Context: an optimization exercise on an open-source flow, tuned for small area, a short achievable clock period and few clock cycles. The choices shown serve that exercise and are no tape-out recipe. Function was checked by simulation only, so behaviour that the tests miss may differ from the original.

==> flow/design.v <==
`default_nettype none
module mult_div_unit #(
    parameter int RM  = 8,     
    parameter int BS  = 8     
) (
    input  logic        clk,
    input  logic        reset,
    input  logic        start,
    input  logic [2:0]  op,
    input  logic [31:0] RD1,
    input  logic [31:0] RD2,
    output logic        busy,
    output logic [31:0] HI,
    output logic [31:0] LO
);
    localparam int ND = RM / 2;                         
    localparam int W  = (32 + RM > 35) ? 32 + RM : 35;  
    localparam int NR = ND + 2;                         
    localparam logic [4:0] c_mul_last = 5'(32 / RM - 1);
    localparam logic [1:0] ST_MUL  = 2'd0;
    localparam logic [1:0] ST_MFIX = 2'd1;
    localparam logic [1:0] ST_PREP = 2'd2;
    localparam logic [1:0] ST_ITER = 2'd3;
    logic        r_busy;
    logic [1:0]  r_st;
    logic [4:0]  r_cnt;
    logic        r_sgnd;      
    logic        r_aneg;      
    logic        r_mprev;     
    logic [31:0] r_b;
    logic [31:0] r_hi;
    logic [31:0] r_lo;
    wire w_mul  = (r_st == ST_MUL);
    wire w_prep = (r_st == ST_PREP);
    wire w_iter = (r_st == ST_ITER);
    wire w_div  = r_st[1];
    wire w_bneg = r_sgnd & r_b[31];
    wire w_qneg = r_aneg ^ w_bneg;
    logic [31:0] w_am, w_bm;
    logic [5:0]  w_la, w_lb;
    logic [5:0]  w_s;
    assign w_am = r_hi ^ {32{r_aneg}};
    assign w_bm = r_b ^ {32{w_bneg}};
    always_comb begin
        w_la = 6'd0;
        w_lb = 6'd1;
        for (int i = 0; i < 32; i++) begin
            if (w_am[i]) w_la = 6'(i + 1);
            if (w_bm[i]) w_lb = 6'(i + 1);
        end
    end
    assign w_s = w_la + {5'd0, r_aneg} - w_lb;
    wire w_sneg = w_s[5];
    wire w_div0 = (r_b == 32'd0);
    logic [4:0]  w_amt;
    logic [31:0] w_sh;
    always_comb begin
        w_amt = 5'd0;
        if (w_iter) w_amt = r_cnt;
        else if (w_prep && !w_qneg) w_amt = w_s[4:0];
    end
    always_comb begin
        case (w_amt[4:3])
            2'd0: w_sh = r_b;
            2'd1: w_sh = {r_b[23:0], 8'd0};
            2'd2: w_sh = {r_b[15:0], 16'd0};
            default: w_sh = {r_b[7:0], 24'd0};
        endcase
    end
    logic [32:0]  w_a33;
    logic         w_hext;
    logic [W-1:0] w_hrow;
    logic [W-1:0] w_pp [ND];
    logic [W-1:0] w_krow;
    assign w_a33  = {w_bneg, w_sh};
    assign w_hext = r_hi[31] & (r_sgnd | ~w_div);
    assign w_hrow = W'({~w_hext, r_hi});
    always_comb begin
        logic [2:0]  bits;
        logic        one, two, neg, nprev;
        logic [33:0] pp;
        logic [W-1:0] k;
        k = W'(-(64'd1 << 32));
        nprev = 1'b0;
        for (int j = 0; j < ND; j++) begin
            bits = {r_lo[2*j+1], r_lo[2*j], (j == 0) ? r_mprev : r_lo[2*j-1]};
            one  = bits[1] ^ bits[0];
            two  = (bits == 3'b100) || (bits == 3'b011);
            neg  = bits[2];
            if (!w_mul) begin
                one = (j == 32'(w_amt[2:1])) && !w_amt[0];
                two = (j == 32'(w_amt[2:1])) && w_amt[0];
                neg = (j == 32'(w_amt[2:1])) && w_div && !w_qneg;
            end
            pp = ({34{one}} & {w_a33[32], w_a33}) | ({34{two}} & {w_a33, 1'b0});
            pp = pp ^ {34{neg}};
            w_pp[j] = W'({~pp[33], pp[32:0]}) << (2*j);
            if (j > 0) w_pp[j][2*j-2] = nprev;
            nprev = neg;
            k = k - W'(64'd1 << (33 + 2*j));
        end
        w_krow = k;
        w_krow[2*ND-2] = nprev;
    end
    logic [W-1:0] w_csa_s, w_csa_c;
    always_comb begin
        logic [W-1:0] x, y, z;
        x = w_krow;
        y = w_pp[ND-1];
        for (int i = 0; i < NR - 2; i++) begin
            if (i < ND - 1) z = w_pp[ND-2-i];
            else            z = w_hrow;
            w_csa_s = x ^ y ^ z;
            w_csa_c = ((x & y) | (x & z) | (y & z)) << 1;
            x = w_csa_s;
            y = w_csa_c;
        end
        w_csa_s = x;
        w_csa_c = y;
    end
    logic [W-1:0] w_sum;
    always_comb begin
        logic c, cb, g, p, inc;
        logic [W-1:0] s0;
        cb = 1'b0;
        for (int lo = 0; lo < W; lo += BS) begin
            c = 1'b0;
            p = 1'b1;
            for (int i = lo; i < lo + BS && i < W; i++) begin
                s0[i] = w_csa_s[i] ^ w_csa_c[i] ^ c;
                c = (w_csa_s[i] & w_csa_c[i]) | (w_csa_s[i] & c) | (w_csa_c[i] & c);
            end
            g = c;
            inc = cb;
            for (int i = lo; i < lo + BS && i < W; i++) begin
                w_sum[i] = s0[i] ^ inc;
                inc = inc & s0[i];
                p = p & s0[i];
            end
            cb = g | (p & cb);
        end
    end
    logic [34:0] w_t;
    logic        w_take;
    assign w_t    = w_sum[34:0];
    assign w_take = r_aneg ? (w_t[34] || (w_t == 35'd0)) : !w_t[34];
    wire w_acc_md = start && !op[2];
    wire w_pre_go = w_qneg ? w_take : !w_sneg;    
    always_ff @(posedge clk or negedge reset) begin
        if (!reset) begin
            r_busy <= 1'b0;
        end else if (!r_busy) begin
            r_busy <= w_acc_md;
        end else begin
            case (r_st)
                ST_MUL:  if (r_cnt == 5'd0 && (r_sgnd || !r_lo[RM-1])) r_busy <= 1'b0;
                ST_MFIX: r_busy <= 1'b0;
                ST_PREP: if (w_div0 || !w_pre_go || (!w_qneg && w_s[4:0] == 5'd0)) r_busy <= 1'b0;
                default: if (r_cnt == 5'd0) r_busy <= 1'b0;
            endcase
        end
    end
    always_ff @(posedge clk or negedge reset) begin
        if (!reset) begin
            r_st    <= ST_MUL;
            r_cnt   <= 5'd0;
            r_sgnd  <= 1'b0;
            r_aneg  <= 1'b0;
            r_mprev <= 1'b0;
        end else if (!r_busy) begin
            r_st    <= {op[1], 1'b0};
            r_cnt   <= c_mul_last;
            r_sgnd  <= !op[0];
            r_aneg  <= !op[0] && RD1[31];
            r_mprev <= 1'b0;
        end else begin
            case (r_st)
                ST_MUL: begin
                    r_mprev <= r_lo[RM-1];
                    r_cnt   <= r_cnt - 5'd1;
                    if (r_cnt == 5'd0) r_st <= ST_MFIX;
                end
                ST_PREP: begin
                    r_cnt <= w_s[4:0] - {4'd0, !w_qneg};
                    r_st  <= ST_ITER;
                end
                ST_ITER: r_cnt <= r_cnt - 5'd1;
                default: ;
            endcase
        end
    end
    always_ff @(posedge clk) begin
        if (!r_busy) r_b <= RD2;
    end
    logic [31:0] w_hi_int, w_lo_int;
    always_comb begin
        w_hi_int = r_hi;
        w_lo_int = r_lo;
        if (r_busy) begin
            case (r_st)
                ST_MUL: begin
                    w_hi_int = w_sum[RM+31:RM];
                    w_lo_int = {w_sum[RM-1:0], r_lo[31:RM]};
                end
                ST_MFIX: w_hi_int = w_sum[31:0];
                ST_PREP: begin
                    if (w_take && w_pre_go) w_hi_int = w_sum[31:0];
                    if (w_div0)       w_lo_int = '1;
                    else if (w_qneg)  w_lo_int = {32{w_take}};
                    else              w_lo_int = {31'd0, w_take && !w_sneg};
                end
                default: begin
                    if (w_take) w_hi_int = w_sum[31:0];
                    w_lo_int = {r_lo[30:0], w_take ^ w_qneg};
                end
            endcase
        end
    end
    wire w_ld_hi = !r_busy && start && (op[2] == 1'b0 || op == 3'd4);
    wire w_ld_lo = !r_busy && start && (op[2] == 1'b0 || op == 3'd5);
    always_ff @(posedge clk or negedge reset) begin
        if (!reset) begin
            r_hi <= '0;
            r_lo <= '0;
        end else begin
            r_hi <= w_ld_hi ? (RD1 & {32{op[1] | op[2]}}) : w_hi_int;
            r_lo <= w_ld_lo ? RD1 : w_lo_int;
        end
    end
    assign busy = r_busy;
    assign HI   = r_hi;
    assign LO   = r_lo;
endmodule
`default_nettype wire
==> flow/flow/run.sh <==
#!/bin/bash
# Layout flow: the standard synthesis and layout steps, with buf_1 port
# buffers and timing repair aimed at a setup margin that covers the clock
# period left over by the fixed 18 ns input and output delays.
set -uo pipefail
bash standard.sh synth > synth.log 2>&1 || exit 1
bash standard.sh SETUP_SLACK_MARGIN=70.0 \
    'BUFFER_PORTS_ARGS=-buffer_cell sky130_fd_sc_hd__buf_1' \
    finish > layout.log 2>&1 || exit 1
==> flow/standard.sh <==
#!/bin/bash
# synth_recipe.tcl (not shown) runs the flow's synth.tcl, then flattens the netlist and writes it again
# the make line also repeats each setting of config.mk as NAME=value (left out here)
make -C /OpenROAD-flow-scripts/flow DESIGN_CONFIG=/design/flow/config.mk WORK_HOME=/design/flow/orfs CLKGATE_MAP_FILE= SYNTH_SCRIPT=/design/flow/synth_recipe.tcl "${@:-finish}"
==> flow/config.mk <==
export PLATFORM = sky130hd
export DESIGN_NAME = mult_div_unit
export DESIGN_NICKNAME = mult_div_unit
export VERILOG_FILES = /design/flow/design.v
export SDC_FILE = /design/flow/constraint.sdc
export NUM_CORES = 4
export LEC_CHECK = 0
export ABC_AREA = 1
export CAP_MARGIN = 20
export CORE_MARGIN = 2
export CORE_UTILIZATION = 60
export SLEW_MARGIN = 20
==> flow/constraint.sdc <==
create_clock -name core_clock -period 90.0 [get_ports {clk}]
set_input_delay 18.0000 -clock core_clock [delete_from_list [all_inputs] [get_ports {clk}]]
set_output_delay 18.0000 -clock core_clock [all_outputs]
set_load 0.01 [all_outputs]
==> results of run 1 <==
metrics by stage:
stage / setup WS (ns) / instance area, um2 / hold WS (ns)
global route: 70.04 / 15600 / 0.621
CTS: 70.03 / 15500 / 0.583
floorplan: 70.67 / 14500 / 0.528
global placement: 69.09 / 15200 / 0.558
detailed placement: 68.97 / 15200 / 0.570
finish: 70.18 / 15600 / 0.591
area by class of cell:
cell class                 instances  area, um2
fill                            2129       8050
inverter                         244        921
clock inverter                     7       58.8
clock buffer                       9        225
multi-input combinational       1269      10400
sequential                       107       2840
tap                              319        399
timing repair buffer             160        709
logic make-up (layout without fill, tap and decap cells):
family / Yosys count / after routing
adders and majority gates: 239 / 239
buffers and inverters: 343 / 420
and+or+nand+nor: 385 / 386
AOI/OAI and AO/OA: 438 / 438
DFF: 107 / 107
xor gates and xnor gates: 206 / 206
per-layer routing:
layer / wire [um] / part of all wire (%) / track usage, % / up-vias
met2: 20900 / 47 / 56.2 / 709
met1: 18100 / 40 / 47.7 / 6438
met5: 0 / 0 / 0 / -
met4: 1640 / 3.7 / 12.1 / 0
met3: 4110 / 9.2 / 5.76 / 113
li1: - / - / - / 6020
critical path, cell delays in order:
cell	delay, ns
buf_1	0.12
o21ai_4	0.32
nand2_8	0.19
clkinv_2	0.18
nor2_1	0.05
nand3_1	0.10
nand3_2	0.31
clkinvlp_4	0.27
buf_6	0.27
nand3_1	0.11
o21a_1	0.12
Yosys cell counts (3+ instances only):
cell | n | area share (%)
or2_2 | 5 | 0.22
buf_4 | 11 | 0.57
o21a_1 | 3 | 0.16
and2_1 | 4 | 0.17
a22oi_1 | 5 | 0.26
a221oi_1 | 30 | 1.8
nand3_1 | 27 | 0.93
fa_1 | 125 | 17
dfrtp_1 | 75 | 13
a221oi_2 | 6 | 0.62
nand4_1 | 11 | 0.47
clkbuf_1 | 57 | 1.5
o211ai_1 | 4 | 0.21
inv_2 | 5 | 0.13
inv_1 | 236 | 6.1
a22oi_2 | 8 | 0.69
nor3_1 | 3 | 0.10
nand2_1 | 248 | 6.4
a211oi_1 | 3 | 0.16
clkinv_1 | 3 | 0.078
o2111ai_1 | 3 | 0.18
nor2_1 | 60 | 1.6
buf_2 | 27 | 0.93
xor2_1 | 140 | 8.5
o21ai_0 | 61 | 2.1
ha_1 | 114 | 9.8
o22ai_1 | 166 | 7.2
edfxtp_1 | 32 | 6.6
o21ai_2 | 9 | 0.54
a21oi_1 | 62 | 2.1
nor4_1 | 17 | 0.73
xnor2_1 | 65 | 3.9
a31o_2 | 5 | 0.30
a31oi_1 | 53 | 2.3
worst max-delay path by stage:
| stage | from | to | slack, ns | depth (start not counted) |
|---|---|---|---|---|
| floorplan | start | r_hi[26]$_DFFE_PN0P_ | 70.67 | 12 |
| global placement | op[2] | r_hi[7]$_DFFE_PN0P_ | 69.09 | 10 |
| detailed placement | op[2] | r_hi[29]$_DFFE_PN0P_ | 68.97 | 11 |
| CTS | start | r_hi[7]$_DFFE_PN0P_ | 70.03 | 12 |
| global route | start | r_hi[7]$_DFFE_PN0P_ | 70.04 | 12 |
| finish | op[0] | r_hi[7]$_DFFE_PN0P_ | 70.18 | 11 |
state kept, by name, indices dropped and copies added, names as in the netlist:
| signal | cells |
|---|---|
| r_sgnd | 1 |
| r_aneg | 1 |
| r_cnt | 5 |
| r_mprev | 1 |
| r_hi | 32 |
| r_busy | 1 |
| r_lo | 32 |
| r_b | 32 |
| r_st | 2 |
repair_timing:
| action | 4_1_cts | 5_1_grt |
|---|---|---|
| buffers inserted | 0 | 4 |
| resized for setup | 7 | 3 |
| gates cloned | 1 | 0 |
| pin swaps | 1 | 0 |
| setup endpoints to repair | 31 | 19 |
==> results.cfg, run 1 <==
[hold_path]
hold_start = r_mprev$_DFFE_PN0P_
hold_depth = 2
holdPathEnd = r_mprev$_DFFE_PN0P_
hp-class = reg -> reg

[route]
ant_nets = 0
drt_iter0_markers = 1357
num_vias = 13300
first_pass_iters = 5
wl_per_cell_um = 21.1
vias_per_cell = 6.28
drc = 0
drt_wl_total_um = 44700

[run_status]
status = finished clean

[die]
die_h_um = 159
io_pins = 135
row_count = 56
dieArea_um2 = 25400
start_util_pct = 61.4
chipWidth_um = 159
core_um2 = 23600

[synthesis]
synth.area.mux_share_pct = 0
ys_seq_area_share_pct = 19.6
ys_ff_latch = 107
synth.distinct_cells = 58
async_reset_ff_share_pct = 70.1
synth_edf_count = 32
synth_cells = 1718
ys_warn_count = 2
synth_top_family_by_area = adder cells
netlist_area_um2 = 14500
synth-adder-area-share_pct = 27.1
synth-compound-area-share_pct = 20.0
avgSynthCellArea_um2 = 8.44
synth-simple-area-share_pct = 11.3
synth_flop_cell = dfrtp_1
syn_nets = 2027
synthXorXnorAreaFrac_pct = 12.6

[cells_and_area]
drive_above_1_share_pct = 6.51
fin_cells = 2115
final_common_cell = nand2_1
fin_nets = 2100
final_cell_mix = 247 x nand2_1, 235 x inv_1, 166 x o22ai_1, 140 x xor2_1, 133 x buf_1
syn_to_final_growth_pct = 7.37
diodes = 0
final_util_pct = 65.9

[sta]
tightest_slew_ns = 0.991
slew_headroom_pct = 33.8
fin_skew_ns = 0.00988
maxSlewViolCount = 0
rsz0062_at_grt = no
hold_violations = 0
setup_violations = 0
max_freq_mhz = 50.5
min_period_ns = 19.82
period_share_pct = 22.0
setup_tns_ns = 0

[global_routing]
grt_overflow_total = 0
antenna_found_initial = 0
grt_max_degree = 76
grt_pass1_vias = 12600
grt_pass1_wl_um = 69900
grt_util_all_layers_pct = 34.8

[clocking]
cts-htree-levels = 3
cts.sinks = 107
clkSlewWorstSetupHoldPaths_ns = 0.08
root_buffer = clkbuf_16
holdBufCountCts = 0
clock_latency_ns = 0.37
clockBufferDepth = 2
cts_tree = done
cts_buffers = 9

[placed_design]
dp_hpwl_um = 33900
dp.cells = 2094
numPortBuffers = 134
gp_congestion = 1.02

[critical_path]
crit_required_ns = 90.26
startpoint_type = input pin
r2r_slack_ns = 73.39
r2r-end = r_hi[7]$_DFFE_PN0P_
crit_fanout = 37
r2r_start = r_aneg$_DFFE_PN0N_
cp-end-kind = flip-flop
reg2regPathDepth = 90
crit_type = in -> reg
cp.arrival_ns = 20.08

[run]
drv_cap = 0

[power]
Testbench counts, summed over its fixed seeds: cycles 13,407.
==> inputs of run 2 (changes only) <==
--- a/flow/flow/run.sh
+++ b/flow/flow/run.sh
@@ -6,3 +6,3 @@
 bash standard.sh synth > synth.log 2>&1 || exit 1
-bash standard.sh SETUP_SLACK_MARGIN=70.0 \
+bash standard.sh SETUP_SLACK_MARGIN=70.6 \
     'BUFFER_PORTS_ARGS=-buffer_cell sky130_fd_sc_hd__buf_1' \
==> run 2 against run 1 <==
Global-route usage rose by 0.28 points. Area after synthesis did not move. Via count rose by 1.0%. Synthesized cell count did not move. Highest routed layer unchanged.
==> results.cfg, run 2 <==
[die]
start_util_pct = 61.4
core_um2 = 23600
io_pins = 135
dieArea_um2 = 25400
die_h_um = 159
chipWidth_um = 159
row_count = 56

[global_routing]
grt_util_all_layers_pct = 35.1
grt_pass1_vias = 12700
antenna_found_initial = 0
grt_util_met2_pct = 56.3
grt_pass1_wl_um = 70400
grt-busiest-layer = met2
met3_usage_pct = 5.78
grt_overflow_total = 0
grt_use_met1_pct = 48.3
grt_max_degree = 76

[critical_path]
crit_type = in -> reg
cp-end-kind = flip-flop
startpoint_type = input pin
cp.arrival_ns = 19.56
crit_required_ns = 90.24
crit_fanout = 29

[clocking]
clkSlewWorstSetupHoldPaths_ns = 0.08
clockBufferDepth = 2
clock_latency_ns = 0.36
cts_buffers = 9
root_buffer = clkbuf_16
cts_tree = done
cts.sinks = 107
holdBufCountCts = 0
cts-htree-levels = 3

[synthesis]
synth_common_cells = 248 x nand2_1, 236 x inv_1, 166 x o22ai_1
ys_ff_latch = 107
ys_seq_area_share_pct = 19.6
syn_nets = 2027
synth.most_common_cell = nand2_1
ys_warn_count = 2
yosys.area.top_type = fa_1
synth.distinct_cells = 58
avgSynthCellArea_um2 = 8.44
synth_top_area_share_pct = 17.3
synth_cells = 1718
synth_area_leaders = fa_1 17%, dfrtp_1 13%, ha_1 9.8%
synth_edf_count = 32
async_reset_ff_share_pct = 70.1
synth_flop_cell = dfrtp_1
netlist_area_um2 = 14500

[cells_and_area]
syn_to_final_growth_pct = 8.57
final_common_cell = nand2_1
diodes = 0
fin_nets = 2116
drive_above_1_share_pct = 7.62
design_area_um2 = 15700
reg.largest.list = r_b x32, r_hi x32, r_lo x32
final_cell_mix = 247 x nand2_1, 233 x inv_1, 166 x o22ai_1, 140 x xor2_1, 131 x buf_1

[placed_design]
dp_hpwl_um = 33900
placed_area_um2 = 15200
gp_congestion = 1.02
numPortBuffers = 134

[sta]
hold_violations = 0
setup_tns_ns = 0
rsz0062_at_grt = no
setup_violations = 0
max_freq_mhz = 51.8
holdWs_ns = 0.591
tightest_slew_ns = 0.807
min_period_ns = 19.32
maxSlewViolCount = 0
period_share_pct = 21.5
slew_headroom_pct = 46.2
fin_skew_ns = 0.0100

[route]
drt_iter0_markers = 1479
first_pass_iters = 6
wl_per_cell_um = 21.4
ant_nets = 0
vias_per_cell = 6.30
drc = 0
num_vias = 13400
drt_wl_total_um = 45600

[run]
drv_cap = 0

[run_status]
status = finished clean

[hold_path]
hp-class = reg -> reg
==> run 2: cell counts after synthesis <==
Identical to the previous run, type by type.
==> run 2: per-stage QoR <==
stage / worst slack (ns) / std cells / util, %
finish: 70.68 / 2131 / 66.7
detailed placement: 68.97 / 2094 / 64.4
floorplan: 70.67 / 1718 / -
global placement: 69.09 / 2094 / 64.4
global route: 70.60 / 2131 / 66.7
CTS: 70.59 / 2119 / 66.1
==> run 2: kinds of logic after synthesis <==
kind of cell / after synthesis / share of synthesized area (%)
adder cells (fa/ha/maj): 239 / 27.1
AO/OA/AOI/OAI: 438 / 20.0
buffers and inverters: 343 / 9.50
AND/OR/NAND/NOR: 385 / 11.3
XOR/XNOR: 206 / 12.6
flip-flops: 107 / 19.6
==> run 2: critical path: stages <==
cell and delay [ns]:
buf_1 0.11, o21ai_4 0.23, buf_4 0.15, buf_4 0.13, nand2_2 0.36, a21oi_1 0.43, o31ai_1 0.13
==> run 2: layer usage <==
layer | wire length, um | vias to the layer above | part of all wire (%)
li1 | - | 6064 | -
met1 | 18300 | 6508 | 40
met2 | 21300 | 727 | 47
met3 | 4290 | 116 | 9.4
met4 | 1700 | 0 | 3.7
met5 | 0 | - | 0
==> run 2: cell type report <==
cell class	count	area [um2]
Clock buffer	9	225
Timing Repair Buffer	172	827
Sequential cell	107	2840
Timing Repair inverter	2	15.0
Tap cell	319	399
Clock inverter	7	58.8
Inverter	244	932
Multi-Input combinational cell	1271	10400
Fill cell	2102	7870
==> run 2: final timing paths <==
kind	from	cells past startpoint	slack, ns	endpoint
worst max-delay path	op[0]	7	70.68	r_hi[9]$_DFFE_PN0P_
worst min-delay path	r_mprev$_DFFE_PN0P_	2	0.59	r_mprev$_DFFE_PN0P_
worst max register to register	r_aneg$_DFFE_PN0N_	90	73.72	r_hi[7]$_DFFE_PN0P_
worst min register to register	r_mprev$_DFFE_PN0P_	2	0.59	r_mprev$_DFFE_PN0P_
max in group asynchronous	reset	1	71.78	r_aneg$_DFFE_PN0N_
min in group asynchronous	reset	1	17.65	r_lo[18]$_DFFE_PN0P_
==> run 2: what timing repair did <==
| item | in CTS | in global routing |
|---|---|---|
| setup buffers | 6 | 10 |
| endpoints found under the setup margin | 63 | 64 |
| resized for setup | 15 | 11 |
| cloned | 3 | 2 |
| pin swaps | 4 | 3 |
==> inputs of run 3 (changes only) <==
--- a/flow/flow/run.sh
+++ b/flow/flow/run.sh
@@ -6,3 +6,3 @@
 bash standard.sh synth > synth.log 2>&1 || exit 1
-bash standard.sh SETUP_SLACK_MARGIN=70.6 \
+bash standard.sh SETUP_SLACK_MARGIN=70.8 \
     'BUFFER_PORTS_ARGS=-buffer_cell sky130_fd_sc_hd__buf_1' \
==> run 3 against run 2 <==
Still clean. Fmax is 0.95% higher. Non-clock buffer count is 1 higher. Critical path depth is 6 lower. Setup slack better by 0.18 ns. First-iteration DRC count is 3.2% higher. Utilization is 0.13 points higher. Via count is 0.87% higher. Design area is 0.20% higher. Highest routed layer unchanged.
==> results.cfg, run 3 <==
[sta]
tightest_slew_ns = 0.811
holdWs_ns = 0.587
maxSlewViolCount = 0
max_freq_mhz = 52.2
hold_violations = 0
setup_tns_ns = 0
min_period_ns = 19.14
slew_headroom_pct = 45.9
setup_violations = 0
fin_skew_ns = 0.0152
period_share_pct = 21.3
rsz0062_at_grt = yes

[synthesis]
synth_area_leaders = fa_1 17%, dfrtp_1 13%, ha_1 9.8%
synth_common_cells = 248 x nand2_1, 236 x inv_1, 166 x o22ai_1
ys_warn_count = 2
synth.most_common_cell = nand2_1
netlist_area_um2 = 14500
synth_flop_cell = dfrtp_1
synth.distinct_cells = 58
synth_cells = 1718
synth_edf_count = 32
ys_ff_latch = 107
yosys.area.top_type = fa_1
synth_top_area_share_pct = 17.3
avgSynthCellArea_um2 = 8.44
ys_seq_area_share_pct = 19.6
async_reset_ff_share_pct = 70.1
syn_nets = 2027

[placed_design]
numPortBuffers = 134
gp_congestion = 0.983
dp_hpwl_um = 33500

[critical_path]
cp_slowest_stage_delay_ns = 0.56
crit_required_ns = 72.00
crit_fanout = 4
cp-end-kind = output port
cp_num_buf_inv = 1
crit_type = reg -> out
cp.arrival_ns = 1.14
crit_family = flip-flops
path_cells = buf_1
critPathSlowestCell = dfrtp_1
r2r_slack_ns = 73.57
startpoint_type = flip-flop

[global_routing]
antenna_found_initial = 0
grt_max_degree = 76
grt_pass1_vias = 12800
grt_pass1_wl_um = 71100
grt_overflow_total = 0
grt_util_all_layers_pct = 35.5

[route]
routed.top_layer = met4
drt_wl_total_um = 45600
vias_per_cell = 6.35
wl_per_cell_um = 21.4
ant_nets = 0
drt_iter0_markers = 1526
drc = 0
wl_met1_um = 18200
first_pass_iters = 5
route.met2.wl_um = 21300
met3_length_um = 4400
num_vias = 13500

[die]
die_h_um = 159
start_util_pct = 61.4
core_um2 = 23600
chipWidth_um = 159
row_count = 56
io_pins = 135
dieArea_um2 = 25400

[clocking]
root_buffer = clkbuf_16
clock_latency_ns = 0.38
clockBufferDepth = 2
cts.sinks = 107
cts-htree-levels = 3
cts_buffers = 9
clkSlewWorstSetupHoldPaths_ns = 0.09
cts_tree = done

[cells_and_area]
multiInputGateArea_um2 = 10400
final_cell_mix = 247 x nand2_1, 233 x inv_1, 166 x o22ai_1, 140 x xor2_1, 131 x buf_1
final_common_cell = nand2_1
regArea_um2 = 2840
diodes = 0
syn_to_final_growth_pct = 8.79
drive_above_1_share_pct = 7.78
fin_nets = 2117
reg.largest.list = r_b x32, r_hi x32, r_lo x32
nFillCells = 2081

[run]
drv_cap = 0

[run_status]
status = finished clean

[hold_path]
hp-class = reg -> reg
run 3: final timing paths:
| path | cells after the start | to | from |
|---|---|---|---|
| max | 1 | HI[17] | r_hi[17]$_DFFE_PN0P_ |
| min | 2 | r_mprev$_DFFE_PN0P_ | r_mprev$_DFFE_PN0P_ |
| max reg2reg | 90 | r_hi[24]$_DFFE_PN0P_ | r_aneg$_DFFE_PN0N_ |
| min reg2reg | 2 | r_mprev$_DFFE_PN0P_ | r_mprev$_DFFE_PN0P_ |
| max in group asynchronous | 2 | r_aneg$_DFFE_PN0N_ | reset |
| min in group asynchronous | 2 | r_lo[18]$_DFFE_PN0P_ | reset |
run 3: worst reg2reg max path, delay by kind of cell (launching register included):
family | cells | cell delay (ns)
simple gates | 45 | 4.16
fa+ha+maj | 22 | 7.15
buf+inv | 13 | 2.18
xor+xnor | 2 | 0.46
compound gates | 8 | 2.08
flops | 1 | 0.34
run 3: cells by family (layout without fill, tap and decap cells):
kind of cell | Yosys count | count (layout) | share of synthesized area, %
flip-flops | 107 | 107 | 19.6
XOR/XNOR | 206 | 206 | 12.6
AO/OA/AOI/OAI | 438 | 438 | 20.0
buffers and inverters | 343 | 436 | 9.50
adder cells (fa/ha/maj) | 239 | 239 | 27.1
AND/OR/NAND/NOR | 385 | 387 | 11.3
run 3: final cells by class:
cell class                      count  share of cell area [%]
Inverter                          244                    5.92
Tap cell                          319                    2.53
Timing Repair Buffer              173                    5.38
Sequential cell                   107                    18.0
Clock inverter                      7                   0.365
Multi-Input combinational cell   1270                    66.2
Clock buffer                        9                    1.43
Timing Repair inverter              3                   0.135
run 3: routing by layer:
metal	track usage (%)	up-vias
met3	6.38	116
met4	13.1	0
li1	-	6072
met2	57.0	756
met5	0	-
met1	48.4	6588
run 3: what timing repair did:
action	in CTS	in global routing
resized for setup	21	6
pin swaps	4	4
cloned	5	1
setup endpoints to repair	64	64
hold buffers	0	0
buffers inserted	9	7
run 3: metrics by stage:
stage	cells	cell area (um2)	worst slack, ns	util (%)
6_report	2132	15800	70.86	66.8
5_1_grt	2132	15800	70.77	66.8
4_1_cts	2124	15700	70.79	66.4
3_5_place_dp	2094	15200	69.24	64.4
3_3_place_gp	2094	15200	69.32	64.4
2_1_floorplan	1718	14500	70.82	-
==> inputs of run 4 (changes only) <==
--- a/flow/design.v
+++ b/flow/design.v
@@ -43,10 +43,14 @@
     assign w_bm = r_b ^ {32{w_bneg}};
-    always_comb begin
-        w_la = 6'd0;
-        w_lb = 6'd1;
-        for (int i = 0; i < 32; i++) begin
-            if (w_am[i]) w_la = 6'(i + 1);
-            if (w_bm[i]) w_lb = 6'(i + 1);
-        end
-    end
+    function automatic logic [4:0] f_len16(input logic [15:0] x);
+        f_len16 = 5'd0;
+        for (int i = 0; i < 16; i++) begin
+            if (x[i]) f_len16 = 5'(i + 1);
+        end
+    endfunction
+    function automatic logic [5:0] f_len(input logic [31:0] x);
+        if (x[31:16] != 16'd0) f_len = 6'd16 + {1'b0, f_len16(x[31:16])};
+        else                   f_len = {1'b0, f_len16(x[15:0])};
+    endfunction
+    assign w_la = f_len(w_am);
+    assign w_lb = (w_bm[31:1] == 31'd0) ? 6'd1 : f_len(w_bm);
     assign w_s = w_la + {5'd0, r_aneg} - w_lb;
--- a/flow/flow/run.sh
+++ b/flow/flow/run.sh
@@ -6,3 +6,3 @@
 bash standard.sh synth > synth.log 2>&1 || exit 1
-bash standard.sh SETUP_SLACK_MARGIN=70.8 \
+bash standard.sh SETUP_SLACK_MARGIN=71 \
     'BUFFER_PORTS_ARGS=-buffer_cell sky130_fd_sc_hd__buf_1' \
--- a/flow/config.mk
+++ b/flow/config.mk
@@ -10,3 +10,3 @@
 export CORE_MARGIN = 2
-export CORE_UTILIZATION = 60
+export CORE_UTILIZATION = 40
 export SLEW_MARGIN = 20
==> run 4 against run 3 <==
Die area rose by 51%. Fmax up 0.69%. Clock skew grew 0.0069 ns. Still clean. Highest routed layer is now met5. Critical path depth unchanged.
==> results.cfg, run 4 <==
[synthesis]
ys_warn_count = 2
avgSynthCellArea_um2 = 7.99
ys_seq_area_share_pct = 19.2
synth_top_area_share_pct = 16.9
synth_edf_count = 32
synth_area_leaders = fa_1 17%, dfrtp_1 13%, xor2_1 9.7%
netlist_area_um2 = 14800
synth_common_cells = 352 x nand2_1, 261 x inv_1, 163 x xor2_1
synth_cells = 1850
syn_nets = 2159
synth.distinct_cells = 52
async_reset_ff_share_pct = 70.1
ys_ff_latch = 107
yosys.area.top_type = fa_1
synth.most_common_cell = nand2_1
synth_flop_cell = dfrtp_1

[critical_path]
cp.arrival_ns = 1.01
startpoint_type = flip-flop
critPathLaunch = r_lo[30]$_DFFE_PN0P_
crit_required_ns = 72.00
path_cells = buf_1
r2r_slack_ns = 75.26
cp-end-kind = output port
crit_fanout = 2
critPathSlowestCell = dfrtp_1
crit_type = reg -> out
cp_slowest_stage_delay_ns = 0.42
cp_num_buf_inv = 1
r2r-end = r_hi[24]$_DFFE_PN0P_
reg2regPathDepth = 57
crit_end = LO[30]
r2r_start = r_aneg$_DFFE_PN0N_
crit_family = flip-flops
path_depth = 1

[hold_path]
hp-class = reg -> reg

[placed_design]
numPortBuffers = 134
dp_hpwl_um = 37900
placed_area_um2 = 15700
gp_congestion = 0.940

[clocking]
clockBufferDepth = 2
clkSlewWorstSetupHoldPaths_ns = 0.08
cts_buffers = 9
cts-htree-levels = 3
cts.sinks = 107
root_buffer = clkbuf_16
holdBufCountCts = 0
clock_latency_ns = 0.39
cts_tree = done

[route]
vias_per_cell = 5.72
drc = 0
drt_wl_total_um = 51900
drt_iter0_markers = 1501
num_vias = 14200
ant_nets = 0
first_pass_iters = 7
wl_per_cell_um = 20.9

[global_routing]
grt_pass1_vias = 13500
grt_overflow_total = 0
antenna_found_initial = 1
grt_max_degree = 85
grt_util_all_layers_pct = 26.8
grt_pass1_wl_um = 79500

[die]
chipWidth_um = 196
row_count = 70
start_util_pct = 40.5
die_h_um = 196
core_um2 = 36500
dieArea_um2 = 38500
io_pins = 135

[cells_and_area]
reg.largest.list = r_b x32, r_hi x32, r_lo x32
design_area_um2 = 16900
final_common_cell = nand2_1
drive_above_1_share_pct = 11.6
final_cell_mix = 349 x nand2_1, 258 x inv_1, 163 x xor2_1, 125 x fa_1
syn_to_final_growth_pct = 14.3
diodes = 0
fin_nets = 2322

[sta]
rsz0062_at_grt = yes
slew_headroom_pct = 32.7
maxSlewViolCount = 0
period_share_pct = 21.1
setup_tns_ns = 0
max_freq_mhz = 52.6
tightest_slew_ns = 1.01
fin_skew_ns = 0.0221
hold_violations = 0
setup_violations = 0
min_period_ns = 19.01

[run]
drv_cap = 0

[run_status]
status = finished clean
## run 4: area by class of cell
cell class	count	area [um2]
clock buffers	13	260
flip-flops and latches	107	2880
well taps	468	586
clock inverters	3	28.8
fillers	3663	19600
repair inverters	3	23.8
inverters	277	1060
multi-input cells	1384	10700
repair buffers	231	1340
## run 4: worst min-delay path by stage
stage	startpoint	end	slack, ns	cells past startpoint
2_1_floorplan	r_mprev$_DFFE_PN0P_	r_mprev$_DFFE_PN0P_	0.53	2
3_3_place_gp	r_mprev$_DFFE_PN0P_	r_mprev$_DFFE_PN0P_	0.55	2
3_5_place_dp	r_mprev$_DFFE_PN0P_	r_mprev$_DFFE_PN0P_	0.56	2
4_1_cts	r_mprev$_DFFE_PN0P_	r_mprev$_DFFE_PN0P_	0.58	2
5_1_grt	r_mprev$_DFFE_PN0P_	r_mprev$_DFFE_PN0P_	0.64	2
6_report	r_mprev$_DFFE_PN0P_	r_mprev$_DFFE_PN0P_	0.60	2
## run 4: timing repair
action,4_1_cts,5_1_grt
pin swaps,4,5
setup endpoints to repair,105,91
cloned,9,2
setup buffers,44,34
resized for setup,56,23
## run 4: logic make-up after synthesis
family          after synthesis  synth area share, %
simple gates                515                 14.6
fa+ha+maj                   239                 26.6
flops                       107                 19.2
compound gates              424                 17.9
buf+inv                     363                 9.69
xor+xnor                    202                 12.0
## run 4: stage by stage
step / util, % / hold slack (ns) / worst slack (ns) / std cells
2_1_floorplan: - / 0.528 / 70.99 / 1850
3_5_place_dp: 42.9 / 0.564 / 69.43 / 2381
4_1_cts: 45.3 / 0.575 / 71.00 / 2450
6_report: 46.2 / 0.601 / 70.99 / 2486
5_1_grt: 46.2 / 0.637 / 70.99 / 2486
3_3_place_gp: 42.9 / 0.555 / 69.54 / 2381
## run 4: per-layer routing
layer  up-vias  global-route usage [%]  wire (um)
li1       6523                       -          -
met1      6845                    37.4      22200
met2       737                    42.7      23500
met3       102                    5.11       4810
met4         4                    7.15       1340
met5         -                       0         82
Testbench counts of run 4, summed over its fixed seeds: cycles 13,407.
==> inputs of run 5 (changes only) <==
--- a/flow/config.mk
+++ b/flow/config.mk
@@ -10,3 +10,3 @@
 export CORE_MARGIN = 2
-export CORE_UTILIZATION = 40
+export CORE_UTILIZATION = 60
 export SLEW_MARGIN = 20
==> run 5 against run 4 <==
Area after synthesis did not move. Setup slack got worse by 0.0063 ns. Non-clock buffer count fell by 19. Critical endpoint is now HI[31]. Wire length fell by 0.96%. Largest cell class unchanged. Cell count fell by 6.6%. Utilization rose by 23 points. Hold slack got worse by 0.031 ns. Clock-buffer cell count fell by 4.
==> results.cfg, run 5 <==
[global_routing]
antenna_found_initial = 0
grt_pass1_vias = 13700
grt_util_all_layers_pct = 38.9
grt_pass1_wl_um = 77800
grt_max_degree = 85
grt_overflow_total = 0

[die]
die_h_um = 161
io_pins = 135
dieArea_um2 = 25900
start_util_pct = 60.9
row_count = 57
core_um2 = 24200
chipWidth_um = 161

[route]
drt_iter0_markers = 1914
vias_per_cell = 6.32
drt_wl_total_um = 51400
num_vias = 14700
drc = 0
first_pass_iters = 6
ant_nets = 0
wl_per_cell_um = 22.1

[critical_path]
r2r_slack_ns = 74.75
cp_num_buf_inv = 1
r2r-end = r_hi[31]$_DFFE_PN0P_
critPathSlowestCell = dfrtp_2
startpoint_type = flip-flop
cp-end-kind = output port
r2r_start = r_aneg$_DFFE_PN0N_
reg2regPathDepth = 57
path_cells = buf_6
crit_family = flip-flops
crit_type = reg -> out
crit_fanout = 2
crit_required_ns = 72.00
cp_slowest_stage_delay_ns = 0.49
cp.arrival_ns = 1.02

[synthesis]
synth_top_family_by_area = adder cells
ys_ff_latch = 107
synth_edf_count = 32
synth_cells = 1850
async_reset_ff_share_pct = 70.1
synth.area.mux_share_pct = 0
synth_common_cells = 352 x nand2_1, 261 x inv_1, 163 x xor2_1
avgSynthCellArea_um2 = 7.99
synth.distinct_cells = 52
synth-compound-area-share_pct = 17.9
ys_seq_area_share_pct = 19.2
synth_flop_cell = dfrtp_1
synth_top_area_share_pct = 16.9
synth_area_leaders = fa_1 17%, dfrtp_1 13%, xor2_1 9.7%
syn_nets = 2159
synth-adder-area-share_pct = 26.6
synth.most_common_cell = nand2_1
synthXorXnorAreaFrac_pct = 12.0
synth-simple-area-share_pct = 14.6
yosys.area.top_type = fa_1
netlist_area_um2 = 14800
ys_warn_count = 2

[hold_path]
holdPathEnd = r_mprev$_DFFE_PN0P_
hp-class = reg -> reg
hold_depth = 2
hold_start = r_mprev$_DFFE_PN0P_

[sta]
period_share_pct = 21.1
rsz0062_at_grt = yes
slew_headroom_pct = 30.1
fin_skew_ns = 0.0180
tightest_slew_ns = 1.05
min_period_ns = 19.02
fin_ws_ns = 70.98
setup_tns_ns = 0
max_freq_mhz = 52.6
hold_violations = 0
maxSlewViolCount = 0
setup_violations = 0

[clocking]
cts_tree = done
clkSlewWorstSetupHoldPaths_ns = 0.10
cts.sinks = 107
root_buffer = clkbuf_16
clockBufferDepth = 2
holdBufCountCts = 0
cts_buffers = 9
clock_latency_ns = 0.38
cts-htree-levels = 3

[placed_design]
dp_slack_ns = 69.71
dp_hpwl_um = 37700
numPortBuffers = 134
gp_congestion = 1.01

[cells_and_area]
final_cell_mix = 349 x nand2_1, 258 x inv_1, 163 x xor2_1, 125 x fa_1, 125 x buf_1
fin_nets = 2301
final_common_cell = nand2_1
syn_to_final_growth_pct = 12.8
drive_above_1_share_pct = 10.8
diodes = 0
reg.largest.list = r_b x32, r_hi x32, r_lo x32

[run_status]
status = finished clean

[run]
drv_cap = 0
## run 5: cell counts after synthesis
Identical to the previous run, type by type.
## run 5: area by class of cell
| class | count | area, um2 |
|---|---|---|
| Clock buffer | 9 | 225 |
| Clock inverter | 7 | 90.1 |
| Fill cell | 2070 | 7580 |
| Inverter | 277 | 1070 |
| Multi-Input combinational cell | 1381 | 10700 |
| Sequential cell | 107 | 2880 |
| Tap cell | 324 | 405 |
| Timing Repair Buffer | 212 | 1300 |
| Timing Repair inverter | 4 | 32.5 |
## run 5: layer usage
| metal | wire length [um] | GRT usage (%) | up-vias |
|---|---|---|---|
| met5 | 0 | 0 | - |
| met3 | 6420 | 11.6 | 200 |
| met1 | 19200 | 49.8 | 7051 |
| met4 | 2620 | 16.4 | 0 |
| li1 | - | - | 6489 |
| met2 | 23200 | 61.5 | 936 |
## run 5: cells by family (layout without fill, tap and decap cells)
group / Yosys count / count (layout)
xor+xnor: 202 / 202
flops: 107 / 107
compound gates: 424 / 424
buf+inv: 363 / 509
fa+ha+maj: 239 / 239
simple gates: 515 / 516
## run 5: stage by stage
step / hold WS, ns / instances / utilization [%] / area, um2
6_report: 0.569 / 2321 / 68.7 / 16700
5_1_grt: 0.603 / 2321 / 68.7 / 16700
4_1_cts: 0.574 / 2293 / 67.2 / 16300
3_5_place_dp: 0.562 / 2242 / 64.0 / 15500
3_3_place_gp: 0.556 / 2242 / 64.0 / 15500
2_1_floorplan: 0.528 / 1850 / - / 14800
## run 5: repair_timing
| action | in CTS | in global routing |
|---|---|---|
| buffers inserted | 28 | 23 |
| pin swaps | 3 | 1 |
| cloned | 7 | 5 |
| setup endpoints to repair | 90 | 82 |
| resized for setup | 49 | 38 |
## run 5: worst min-delay path, delay by kind of cell (launching register included)
family,cells,cell delay (ns)
AO/OA/AOI/OAI,1,0.05
AND/OR/NAND/NOR,1,0.07
flip-flops,1,0.41
## run 5: worst max path at each step
stage / startpoint / endpoint / slack [ns] / depth (start not counted)
3_5_place_dp: op[1] / r_hi[29]$_DFFE_PN0P_ / 69.71 / 11
6_report: r_hi[31]$_DFFE_PN0P_ / HI[31] / 70.98 / 1
4_1_cts: op[1] / r_hi[29]$_DFFE_PN0P_ / 71.00 / 11
5_1_grt: op[0] / r_lo[18]$_DFFE_PN0P_ / 70.94 / 9
2_1_floorplan: op[0] / r_lo[6]$_DFFE_PN0P_ / 70.99 / 7
3_3_place_gp: op[1] / r_hi[14]$_DFFE_PN0P_ / 69.85 / 11
==> inputs of run 6 (changes only) <==
--- a/flow/config.mk
+++ b/flow/config.mk
@@ -8,5 +8,5 @@
 export ABC_AREA = 1
-export CAP_MARGIN = 20
+export CAP_MARGIN = 5
 export CORE_MARGIN = 2
 export CORE_UTILIZATION = 60
-export SLEW_MARGIN = 20
+export SLEW_MARGIN = 5
==> run 6 against run 5 <==
Sequential cell count is the same. Non-clock buffer count is the same. Design area is the same. Die area is the same. Critical endpoint unchanged. Largest cell class unchanged.
==> results.cfg, run 6 <==
[route]
wl_per_cell_um = 22.1
num_vias = 14700
met3_length_um = 6420
drt_wl_total_um = 51400
wl_met1_um = 19200
first_pass_iters = 6
vias_per_cell = 6.32
drc = 0
drt_iter0_markers = 1914
ant_nets = 0
routed.top_layer = met4
route.met2.wl_um = 23200

[clocking]
root_buffer = clkbuf_16
cts_buffers = 9
clockBufferDepth = 2
clkSlewWorstSetupHoldPaths_ns = 0.10
holdBufCountCts = 0
cts.sinks = 107
cts-htree-levels = 3
cts_tree = done
clock_latency_ns = 0.38

[critical_path]
crit_required_ns = 72.00
r2r_slack_ns = 74.75
cp_slowest_stage_delay_ns = 0.49
crit_type = reg -> out
cp_num_buf_inv = 1
path_cells = buf_6
r2r_start = r_aneg$_DFFE_PN0N_
crit_fanout = 2
cp-end-kind = output port
crit_family = flip-flops
r2r-end = r_hi[31]$_DFFE_PN0P_
reg2regPathDepth = 57
startpoint_type = flip-flop
critPathSlowestCell = dfrtp_2
cp.arrival_ns = 1.02

[die]
die_h_um = 161
dieArea_um2 = 25900
start_util_pct = 60.9
core_um2 = 24200
row_count = 57
chipWidth_um = 161
io_pins = 135

[cells_and_area]
reg.largest.list = r_b x32, r_hi x32, r_lo x32
drive_above_1_share_pct = 10.8
fin_nets = 2301
design_area_um2 = 16700
final_common_cell = nand2_1
syn_to_final_growth_pct = 12.8
diodes = 0
final_util_pct = 68.7
final_cell_mix = 349 x nand2_1, 258 x inv_1, 163 x xor2_1, 125 x fa_1, 125 x buf_1
nFillCells = 2070

[sta]
hold_violations = 0
setup_violations = 0
period_share_pct = 21.1
maxSlewViolCount = 0
fin_skew_ns = 0.0180
min_period_ns = 19.02
slew_headroom_pct = 30.1
tightest_slew_ns = 1.05
max_freq_mhz = 52.6
holdWs_ns = 0.569
rsz0062_at_grt = yes
setup_tns_ns = 0

[placed_design]
dp_hpwl_um = 37700
gp_congestion = 1.01
placed_area_um2 = 15500
numPortBuffers = 134

[hold_path]
holdPathEnd = r_mprev$_DFFE_PN0P_
hold_start = r_mprev$_DFFE_PN0P_
hp-class = reg -> reg
hold_depth = 2

[synthesis]
synth_top_area_share_pct = 16.9
netlist_area_um2 = 14800
synth.distinct_cells = 52
synth_cells = 1850
ys_ff_latch = 107
synth_flop_cell = dfrtp_1
synth.most_common_cell = nand2_1
ys_seq_area_share_pct = 19.2
synth_area_leaders = fa_1 17%, dfrtp_1 13%, xor2_1 9.7%
avgSynthCellArea_um2 = 7.99
synth_common_cells = 352 x nand2_1, 261 x inv_1, 163 x xor2_1
synth_edf_count = 32
ys_warn_count = 2
async_reset_ff_share_pct = 70.1
syn_nets = 2159
yosys.area.top_type = fa_1

[global_routing]
grt_pass1_vias = 13700
antenna_found_initial = 0
grt_util_all_layers_pct = 38.9
grt_pass1_wl_um = 77800
grt_max_degree = 85
grt_overflow_total = 0

[run_status]
status = finished clean

[run]
drv_cap = 0
==> run 6: kinds of logic (layout without fill, tap and decap cells) <==
kind of cell	after synthesis	after routing	synth area share, %
compound gates	424	424	17.9
xor+xnor	202	202	12.0
fa+ha+maj	239	239	26.6
buf+inv	363	509	9.69
flops	107	107	19.2
simple gates	515	516	14.6
==> run 6: worst max-delay path by stage <==
stage / start / end / slack [ns] / cells past startpoint
after global routing: op[0] / r_lo[18]$_DFFE_PN0P_ / 70.94 / 9
after global placement: op[1] / r_hi[14]$_DFFE_PN0P_ / 69.85 / 11
after floorplan: op[0] / r_lo[6]$_DFFE_PN0P_ / 70.99 / 7
after detailed placement: op[1] / r_hi[29]$_DFFE_PN0P_ / 69.71 / 11
after CTS: op[1] / r_hi[29]$_DFFE_PN0P_ / 71.00 / 11
final: r_hi[31]$_DFFE_PN0P_ / HI[31] / 70.98 / 1
==> run 6: cell type report <==
class | instances | area, um2 | share of cell area (%)
Clock inverter | 7 | 90.1 | 0.541
Inverter | 277 | 1070 | 6.40
Timing Repair inverter | 4 | 32.5 | 0.195
Sequential cell | 107 | 2880 | 17.3
Tap cell | 324 | 405 | 2.43
Timing Repair Buffer | 212 | 1300 | 7.81
Multi-Input combinational cell | 1381 | 10700 | 64.0
Clock buffer | 9 | 225 | 1.35
==> run 6: what timing repair did <==
item	CTS	global route
gates cloned	7	5
resized for setup	49	38
endpoints found under the setup margin	90	82
buffers inserted	28	23
pin swaps	3	1
==> run 6: metal layers <==
metal	track usage [%]	vias to the layer above
li1	-	6489
met3	11.6	200
met4	16.4	0
met1	49.8	7051
met2	61.5	936
met5	0	-
==> run 6: stage by stage <==
step / instances / setup slack [ns]
6_report: 2321 / 70.98
2_1_floorplan: 1850 / 70.99
4_1_cts: 2293 / 71.00
3_3_place_gp: 2242 / 69.85
3_5_place_dp: 2242 / 69.71
5_1_grt: 2321 / 70.94
==> inputs of run 7 (changes only) <==
--- a/flow/flow/run.sh
+++ b/flow/flow/run.sh
@@ -6,3 +6,3 @@
 bash standard.sh synth > synth.log 2>&1 || exit 1
-bash standard.sh SETUP_SLACK_MARGIN=71 \
+bash standard.sh SETUP_SLACK_MARGIN=71.3 \
     'BUFFER_PORTS_ARGS=-buffer_cell sky130_fd_sc_hd__buf_1' \
--- a/flow/config.mk
+++ b/flow/config.mk
@@ -8,5 +8,5 @@
 export ABC_AREA = 1
-export CAP_MARGIN = 5
+export CAP_MARGIN = 20
 export CORE_MARGIN = 2
 export CORE_UTILIZATION = 60
-export SLEW_MARGIN = 5
+export SLEW_MARGIN = 20
==> run 7 against run 6 <==
Fmax fell by 0.26%. Critical path type is now in -> reg. Wire length increased by 17%. Hold slack better by 0.032 ns. Utilization grew 8.6 points. Largest cell class unchanged. Non-clock buffer count is 63 higher. Clock skew grew 0.015 ns. Still clean on timing, DRC and antenna. Via count grew 9.7%.
==> results.cfg, run 7 <==
[critical_path]
crit_required_ns = 90.29
cp_slowest_stage_delay_ns = 0.19
crit_fanout = 6
startpoint_type = input pin
cp.arrival_ns = 19.36
crit_family = simple AND/OR/NAND/NOR gates
path_depth = 13
r2r_start = r_aneg$_DFFE_PN0N_
critPathSlowestCell = nor2_4
r2r_slack_ns = 74.31
critPathLaunch = start
reg2regPathDepth = 57
r2r-end = r_hi[30]$_DFFE_PN0P_
path_cells = buf_8 -> inv_12 -> nor2_4 -> buf_12 -> nand2_8 -> clkinv_8 -> nor2_4 -> nand3_4 -> buf_12 -> nand2_8 -> inv_8 -> nand2_1 -> o21ai_1
crit_type = in -> reg
cp-end-kind = flip-flop
crit_end = r_hi[30]$_DFFE_PN0P_
cp_num_buf_inv = 6

[synthesis]
synth_common_cells = 352 x nand2_1, 261 x inv_1, 163 x xor2_1
ys_ff_latch = 107
synth_top_area_share_pct = 16.9
synth_edf_count = 32
netlist_area_um2 = 14800
synth.most_common_cell = nand2_1
ys_warn_count = 2
synth_flop_cell = dfrtp_1
synth.distinct_cells = 52
async_reset_ff_share_pct = 70.1
synth_cells = 1850
ys_seq_area_share_pct = 19.2
yosys.area.top_type = fa_1
syn_nets = 2159
synth_area_leaders = fa_1 17%, dfrtp_1 13%, xor2_1 9.7%
avgSynthCellArea_um2 = 7.99

[global_routing]
grt_pass1_vias = 15300
antenna_found_initial = 3
grt_max_degree = 84
grt_util_all_layers_pct = 44.3
grt_pass1_wl_um = 87600
grt_overflow_total = 0

[route]
drc = 0
drt_wl_total_um = 60000
num_vias = 16100
ant_nets = 0
first_pass_iters = 9
drt_iter0_markers = 2418
vias_per_cell = 6.72
wl_per_cell_um = 25.0

[hold_path]
hp-class = reg -> reg

[sta]
min_period_ns = 19.06
fin_skew_ns = 0.0334
holdWs_ns = 0.602
period_share_pct = 21.2
maxSlewViolCount = 0
setup_violations = 0
setup_tns_ns = 0
slew_headroom_pct = 27.3
rsz0062_at_grt = yes
max_freq_mhz = 52.5
hold_violations = 0
tightest_slew_ns = 1.09

[run_status]
status = finished clean

[die]
core_um2 = 24200
row_count = 57
chipWidth_um = 161
die_h_um = 161
start_util_pct = 60.9
io_pins = 135
dieArea_um2 = 25900

[cells_and_area]
reg.largest.list = r_b x32, r_hi x32, r_lo x32
fin_nets = 2376
drive_above_1_share_pct = 22.9
fin_cells = 2397
nFillCells = 1690
syn_to_final_growth_pct = 26.9
design_area_um2 = 18800
final_cell_mix = 332 x nand2_1, 257 x inv_1, 163 x xor2_1, 125 x fa_1, 113 x ha_1
final_common_cell = nand2_1

[clocking]
clockBufferDepth = 2
cts-htree-levels = 3
cts_tree = done
cts_buffers = 9
cts.sinks = 107
holdBufCountCts = 0
root_buffer = clkbuf_16
clock_latency_ns = 0.39
clkSlewWorstSetupHoldPaths_ns = 0.09

[placed_design]
dp.cells = 2238
dp_hpwl_um = 37200
placed_area_um2 = 15700
gp_congestion = 0.945
numPortBuffers = 134

[run]
drv_cap = 0
-- run 7: worst min-delay path by stage --
stage	startpoint	endpoint	slack [ns]	cells after the start
floorplan	r_mprev$_DFFE_PN0P_	r_mprev$_DFFE_PN0P_	0.53	2
global placement	r_mprev$_DFFE_PN0P_	r_mprev$_DFFE_PN0P_	0.54	2
detailed placement	r_mprev$_DFFE_PN0P_	r_mprev$_DFFE_PN0P_	0.57	2
CTS	r_mprev$_DFFE_PN0P_	r_mprev$_DFFE_PN0P_	0.58	2
global route	r_mprev$_DFFE_PN0P_	r_mprev$_DFFE_PN0P_	0.61	2
finish	r_cnt[3]$_DFFE_PN0P_	r_cnt[3]$_DFFE_PN0P_	0.60	2
-- run 7: worst register-to-register path, delay by kind of cell, from the launching register on --
| family | cells | cell delay, ns |
|---|---|---|
| compound gates | 5 | 2.08 |
| buf+inv | 8 | 0.88 |
| xor+xnor | 2 | 0.96 |
| fa+ha+maj | 21 | 6.99 |
| flops | 1 | 0.77 |
| simple gates | 21 | 3.92 |
-- run 7: kinds of logic (layout without fill, tap and decap cells) --
kind of cell	after synthesis	in the layout	share of synthesized area, %
flops	107	107	19.2
buf+inv	363	576	9.69
other cells	0	1	0
xor+xnor	202	202	12.0
fa+ha+maj	239	239	26.6
compound gates	424	424	17.9
simple gates	515	524	14.6
-- run 7: area by class of cell --
class	count	area, um2	area share (%)
well taps	324	405	2.16
repair buffers	275	2230	11.9
flip-flops and latches	107	2890	15.4
inverters	277	1090	5.79
multi-input cells	1389	11700	62.6
repair inverters	8	98.8	0.527
clock inverters	5	55.1	0.294
diodes	1	2.50	0.0133
clock buffers	11	254	1.35
-- run 7: repair_timing --
item,4_1_cts,5_1_grt
pin swaps,27,9
cloned,24,1
endpoints found under the setup margin,129,129
setup buffers,98,18
resized for setup,243,115
-- run 7: through the flow --
stage	utilization (%)	setup slack, ns
2_1_floorplan	-	71.04
3_3_place_gp	64.8	69.64
3_5_place_dp	64.8	69.49
4_1_cts	75.0	71.04
5_1_grt	77.3	70.93
6_report	77.3	70.94
-- run 7: layer usage --
layer	GRT usage [%]	up-vias	share of wire (%)
met3	14.4	496	13
li1	-	6660	-
met5	1.14	-	0.16
met2	66.5	1382	43
met4	25.4	4	8.5
met1	56.2	7563	34
==> inputs of run 8 (changes only) <==
--- a/flow/flow/run.sh
+++ b/flow/flow/run.sh
@@ -6,3 +6,3 @@
 bash standard.sh synth > synth.log 2>&1 || exit 1
-bash standard.sh SETUP_SLACK_MARGIN=71.3 \
+bash standard.sh SETUP_SLACK_MARGIN=70.7 \
     'BUFFER_PORTS_ARGS=-buffer_cell sky130_fd_sc_hd__buf_1' \
==> run 8 against run 7 <==
Still clean on timing, DRC and antenna. Die area unchanged. Area after synthesis stayed put. Design area fell by 15%. Cell count decreased by 5.3%. Clock-buffer cell count is 2 lower. Synthesized cell count unchanged. Hold slack worse by 0.024 ns. Critical path depth is 3 lower. Register-to-register slack improved by 0.47 ns. Via count is 13% lower. Utilization decreased by 11 points. Clock skew shrank 0.011 ns. Critical path type unchanged. Largest cell class unchanged.
==> results.cfg, run 8 <==
[synthesis]
ys_ff_latch = 107
netlist_area_um2 = 14800
avgSynthCellArea_um2 = 7.99
syn_nets = 2159
synth_area_leaders = fa_1 17%, dfrtp_1 13%, xor2_1 9.7%
ys_warn_count = 2
synth_edf_count = 32
synth.distinct_cells = 52
yosys.area.top_type = fa_1
synth_top_area_share_pct = 16.9
ys_seq_area_share_pct = 19.2
synth_flop_cell = dfrtp_1
synth_cells = 1850
synth_common_cells = 352 x nand2_1, 261 x inv_1, 163 x xor2_1
synth.most_common_cell = nand2_1
async_reset_ff_share_pct = 70.1

[critical_path]
startpoint_type = input pin
crit_family = buffers and inverters
cp_num_buf_inv = 4
cpMostUsedCell = o21ai_0
reg2regPathDepth = 55
critPathSlowestCell = inv_6
cp-end-kind = flip-flop
path_cells = buf_1 -> o21ai_0 -> nand2_2 -> buf_12 -> inv_4 -> nor2_1 -> nand3_2 -> nand2_4 -> inv_6 -> o21ai_0
cp.arrival_ns = 19.42
cp_slowest_stage_delay_ns = 0.24
crit_required_ns = 90.24
crit_fanout = 43
path_depth = 10
crit_type = in -> reg

[cells_and_area]
drive_above_1_share_pct = 5.81
reg.largest.list = r_b x32, r_hi x32, r_lo x32
regArea_um2 = 2840
multiInputGateArea_um2 = 10600
fin_nets = 2250
syn_to_final_growth_pct = 8.49
final_util_pct = 66.1
nFillCells = 2180
design_area_um2 = 16000
final_common_cell = nand2_1
final_cell_mix = 350 x nand2_1, 259 x inv_1, 163 x xor2_1, 132 x buf_1, 125 x fa_1

[clocking]
clockBufferDepth = 2
clock_latency_ns = 0.38
cts-htree-levels = 3
root_buffer = clkbuf_16
clkSlewWorstSetupHoldPaths_ns = 0.09
cts_buffers = 9
cts_tree = done
cts.sinks = 107

[sta]
setup_tns_ns = 0
maxSlewViolCount = 0
rsz0062_at_grt = no
fin_skew_ns = 0.0220
min_period_ns = 19.18
period_share_pct = 21.3
hold_violations = 0
max_freq_mhz = 52.1
slew_headroom_pct = 28.7
tightest_slew_ns = 1.07
fin_ws_ns = 70.82
setup_violations = 0

[global_routing]
grt_max_degree = 85
antenna_found_initial = 1
grt_util_met2_pct = 60.1
grt_use_met1_pct = 50.2
met3_usage_pct = 7.46
grt_pass1_vias = 13500
grt_overflow_total = 0
grt_pass1_wl_um = 75600
grt-busiest-layer = met2
grt_util_all_layers_pct = 37.7

[die]
dieArea_um2 = 25900
die_h_um = 161
row_count = 57
start_util_pct = 60.9
core_um2 = 24200
io_pins = 135
chipWidth_um = 161

[placed_design]
dp_hpwl_um = 37100
placed_area_um2 = 15500
gp_congestion = 0.982
dp_slack_ns = 69.12
numPortBuffers = 134

[hold_path]
hold_depth = 2
hp-class = reg -> reg

[route]
drt_wl_total_um = 48900
vias_per_cell = 6.20
wl_per_cell_um = 21.5
num_vias = 14100
ant_nets = 0
drt_iter0_markers = 1660
drc = 0
first_pass_iters = 5

[run_status]
status = finished clean

[run]
drv_cap = 0
[run 8: cells by family after synthesis]
logic type	after synthesis	synth area share, %
and+or+nand+nor	515	14.6
AOI/OAI and AO/OA	424	17.9
buffers and inverters	363	9.69
adders and majority gates	239	26.6
xor gates and xnor gates	202	12.0
DFF	107	19.2
[run 8: layout make-up]
type,count,share of cell area [%]
well taps,324,2.53
clock buffers,9,1.41
clock inverters,7,0.640
inverters,277,6.58
flip-flops and latches,107,17.7
multi-input cells,1381,66.0
repair buffers,163,4.97
diodes,1,0.0156
repair inverters,2,0.0937
[run 8: path summary, 6_finish.rpt]
| path | start | to | slack, ns |
|---|---|---|---|
| worst max-delay path | op[1] | r_hi[0]$_DFFE_PN0P_ | 70.82 |
| worst min-delay path | r_mprev$_DFFE_PN0P_ | r_mprev$_DFFE_PN0P_ | 0.58 |
| worst max register to register | r_aneg$_DFFE_PN0N_ | r_hi[0]$_DFFE_PN0P_ | 74.78 |
| worst min register to register | r_mprev$_DFFE_PN0P_ | r_mprev$_DFFE_PN0P_ | 0.58 |
| max in group asynchronous | reset | r_aneg$_DFFE_PN0N_ | 71.43 |
| min in group asynchronous | reset | r_busy$_DFF_PN0_ | 17.87 |
[run 8: metrics by stage]
step | instances | hold WS (ns)
after detailed placement | 2241 | 0.564
after CTS | 2265 | 0.577
final | 2271 | 0.578
after global routing | 2270 | 0.616
after global placement | 2241 | 0.557
after floorplan | 1850 | 0.528
[run 8: tightest hold or removal path, delay by kind of cell, from the launching register on]
| family | cells | cell delay [ns] |
|---|---|---|
| flops | 1 | 0.41 |
| simple gates | 1 | 0.08 |
| compound gates | 1 | 0.05 |
[run 8: metal layers]
metal / up-vias / share of wire (%)
li1: 6370 / -
met1: 6770 / 39
met2: 793 / 46
met3: 155 / 10
met4: 0 / 4.9
met5: - / 0
[run 8: repair_timing]
action,CTS,global route
hold buffers,0,0
resized for setup,13,9
buffers inserted,5,3
gates cloned,3,2
endpoints found under the setup margin,64,64
pin swaps,1,2

## port drivers added, routing unchanged
How much do the figures lean on ideal ports? The routed layouts below were timed once more, with nothing changed but the port constraints.
Step 1, drivers: a clkbuf_16 drives clk and a buf_2 each remaining input, both assumed.
Step 2 moves the port delays by t, midway between the first and last clock arrival at a register: inputs arrive t later, outputs are due t later. That takes back most of the time a late clock gives input paths.
a / b / c = ideal / step 1 / step 2; a / b = the first two.
| run | shift t [ns] | slack for setup (ns) | latest minus earliest clock arrival (ns) | cell pins on the clock port's net |
|---|---|---|---|---|
| run 1 | 0.414 | 70.181 / 70.212 / 69.798 | 0.010 / 0.010 | 1 |
| run 2 | 0.410 | 70.678 / 70.708 / 70.298 | 0.010 / 0.010 | 1 |
| run 3 | 0.421 | 70.861 / 70.811 / 70.461 | 0.015 / 0.015 | 1 |
| run 4 | 0.434 | 70.991 / 70.939 / 70.646 | 0.022 / 0.022 | 1 |
| run 5 | 0.419 | 70.985 / 70.933 / 70.606 | 0.018 / 0.018 | 1 |
| run 6 | 0.419 | 70.985 / 70.933 / 70.606 | 0.018 / 0.018 | 1 |
| run 7 | 0.428 | 70.935 / 70.929 / 70.501 | 0.033 / 0.033 | 1 |
| run 8 | 0.418 | 70.816 / 70.771 / 70.425 | 0.022 / 0.022 | 1 |
After both steps setup and hold are still met in every run listed. For run 7, which loses most, drivers alone change the setup slack by -0.006 ns; drivers and shift together by -0.434 ns.
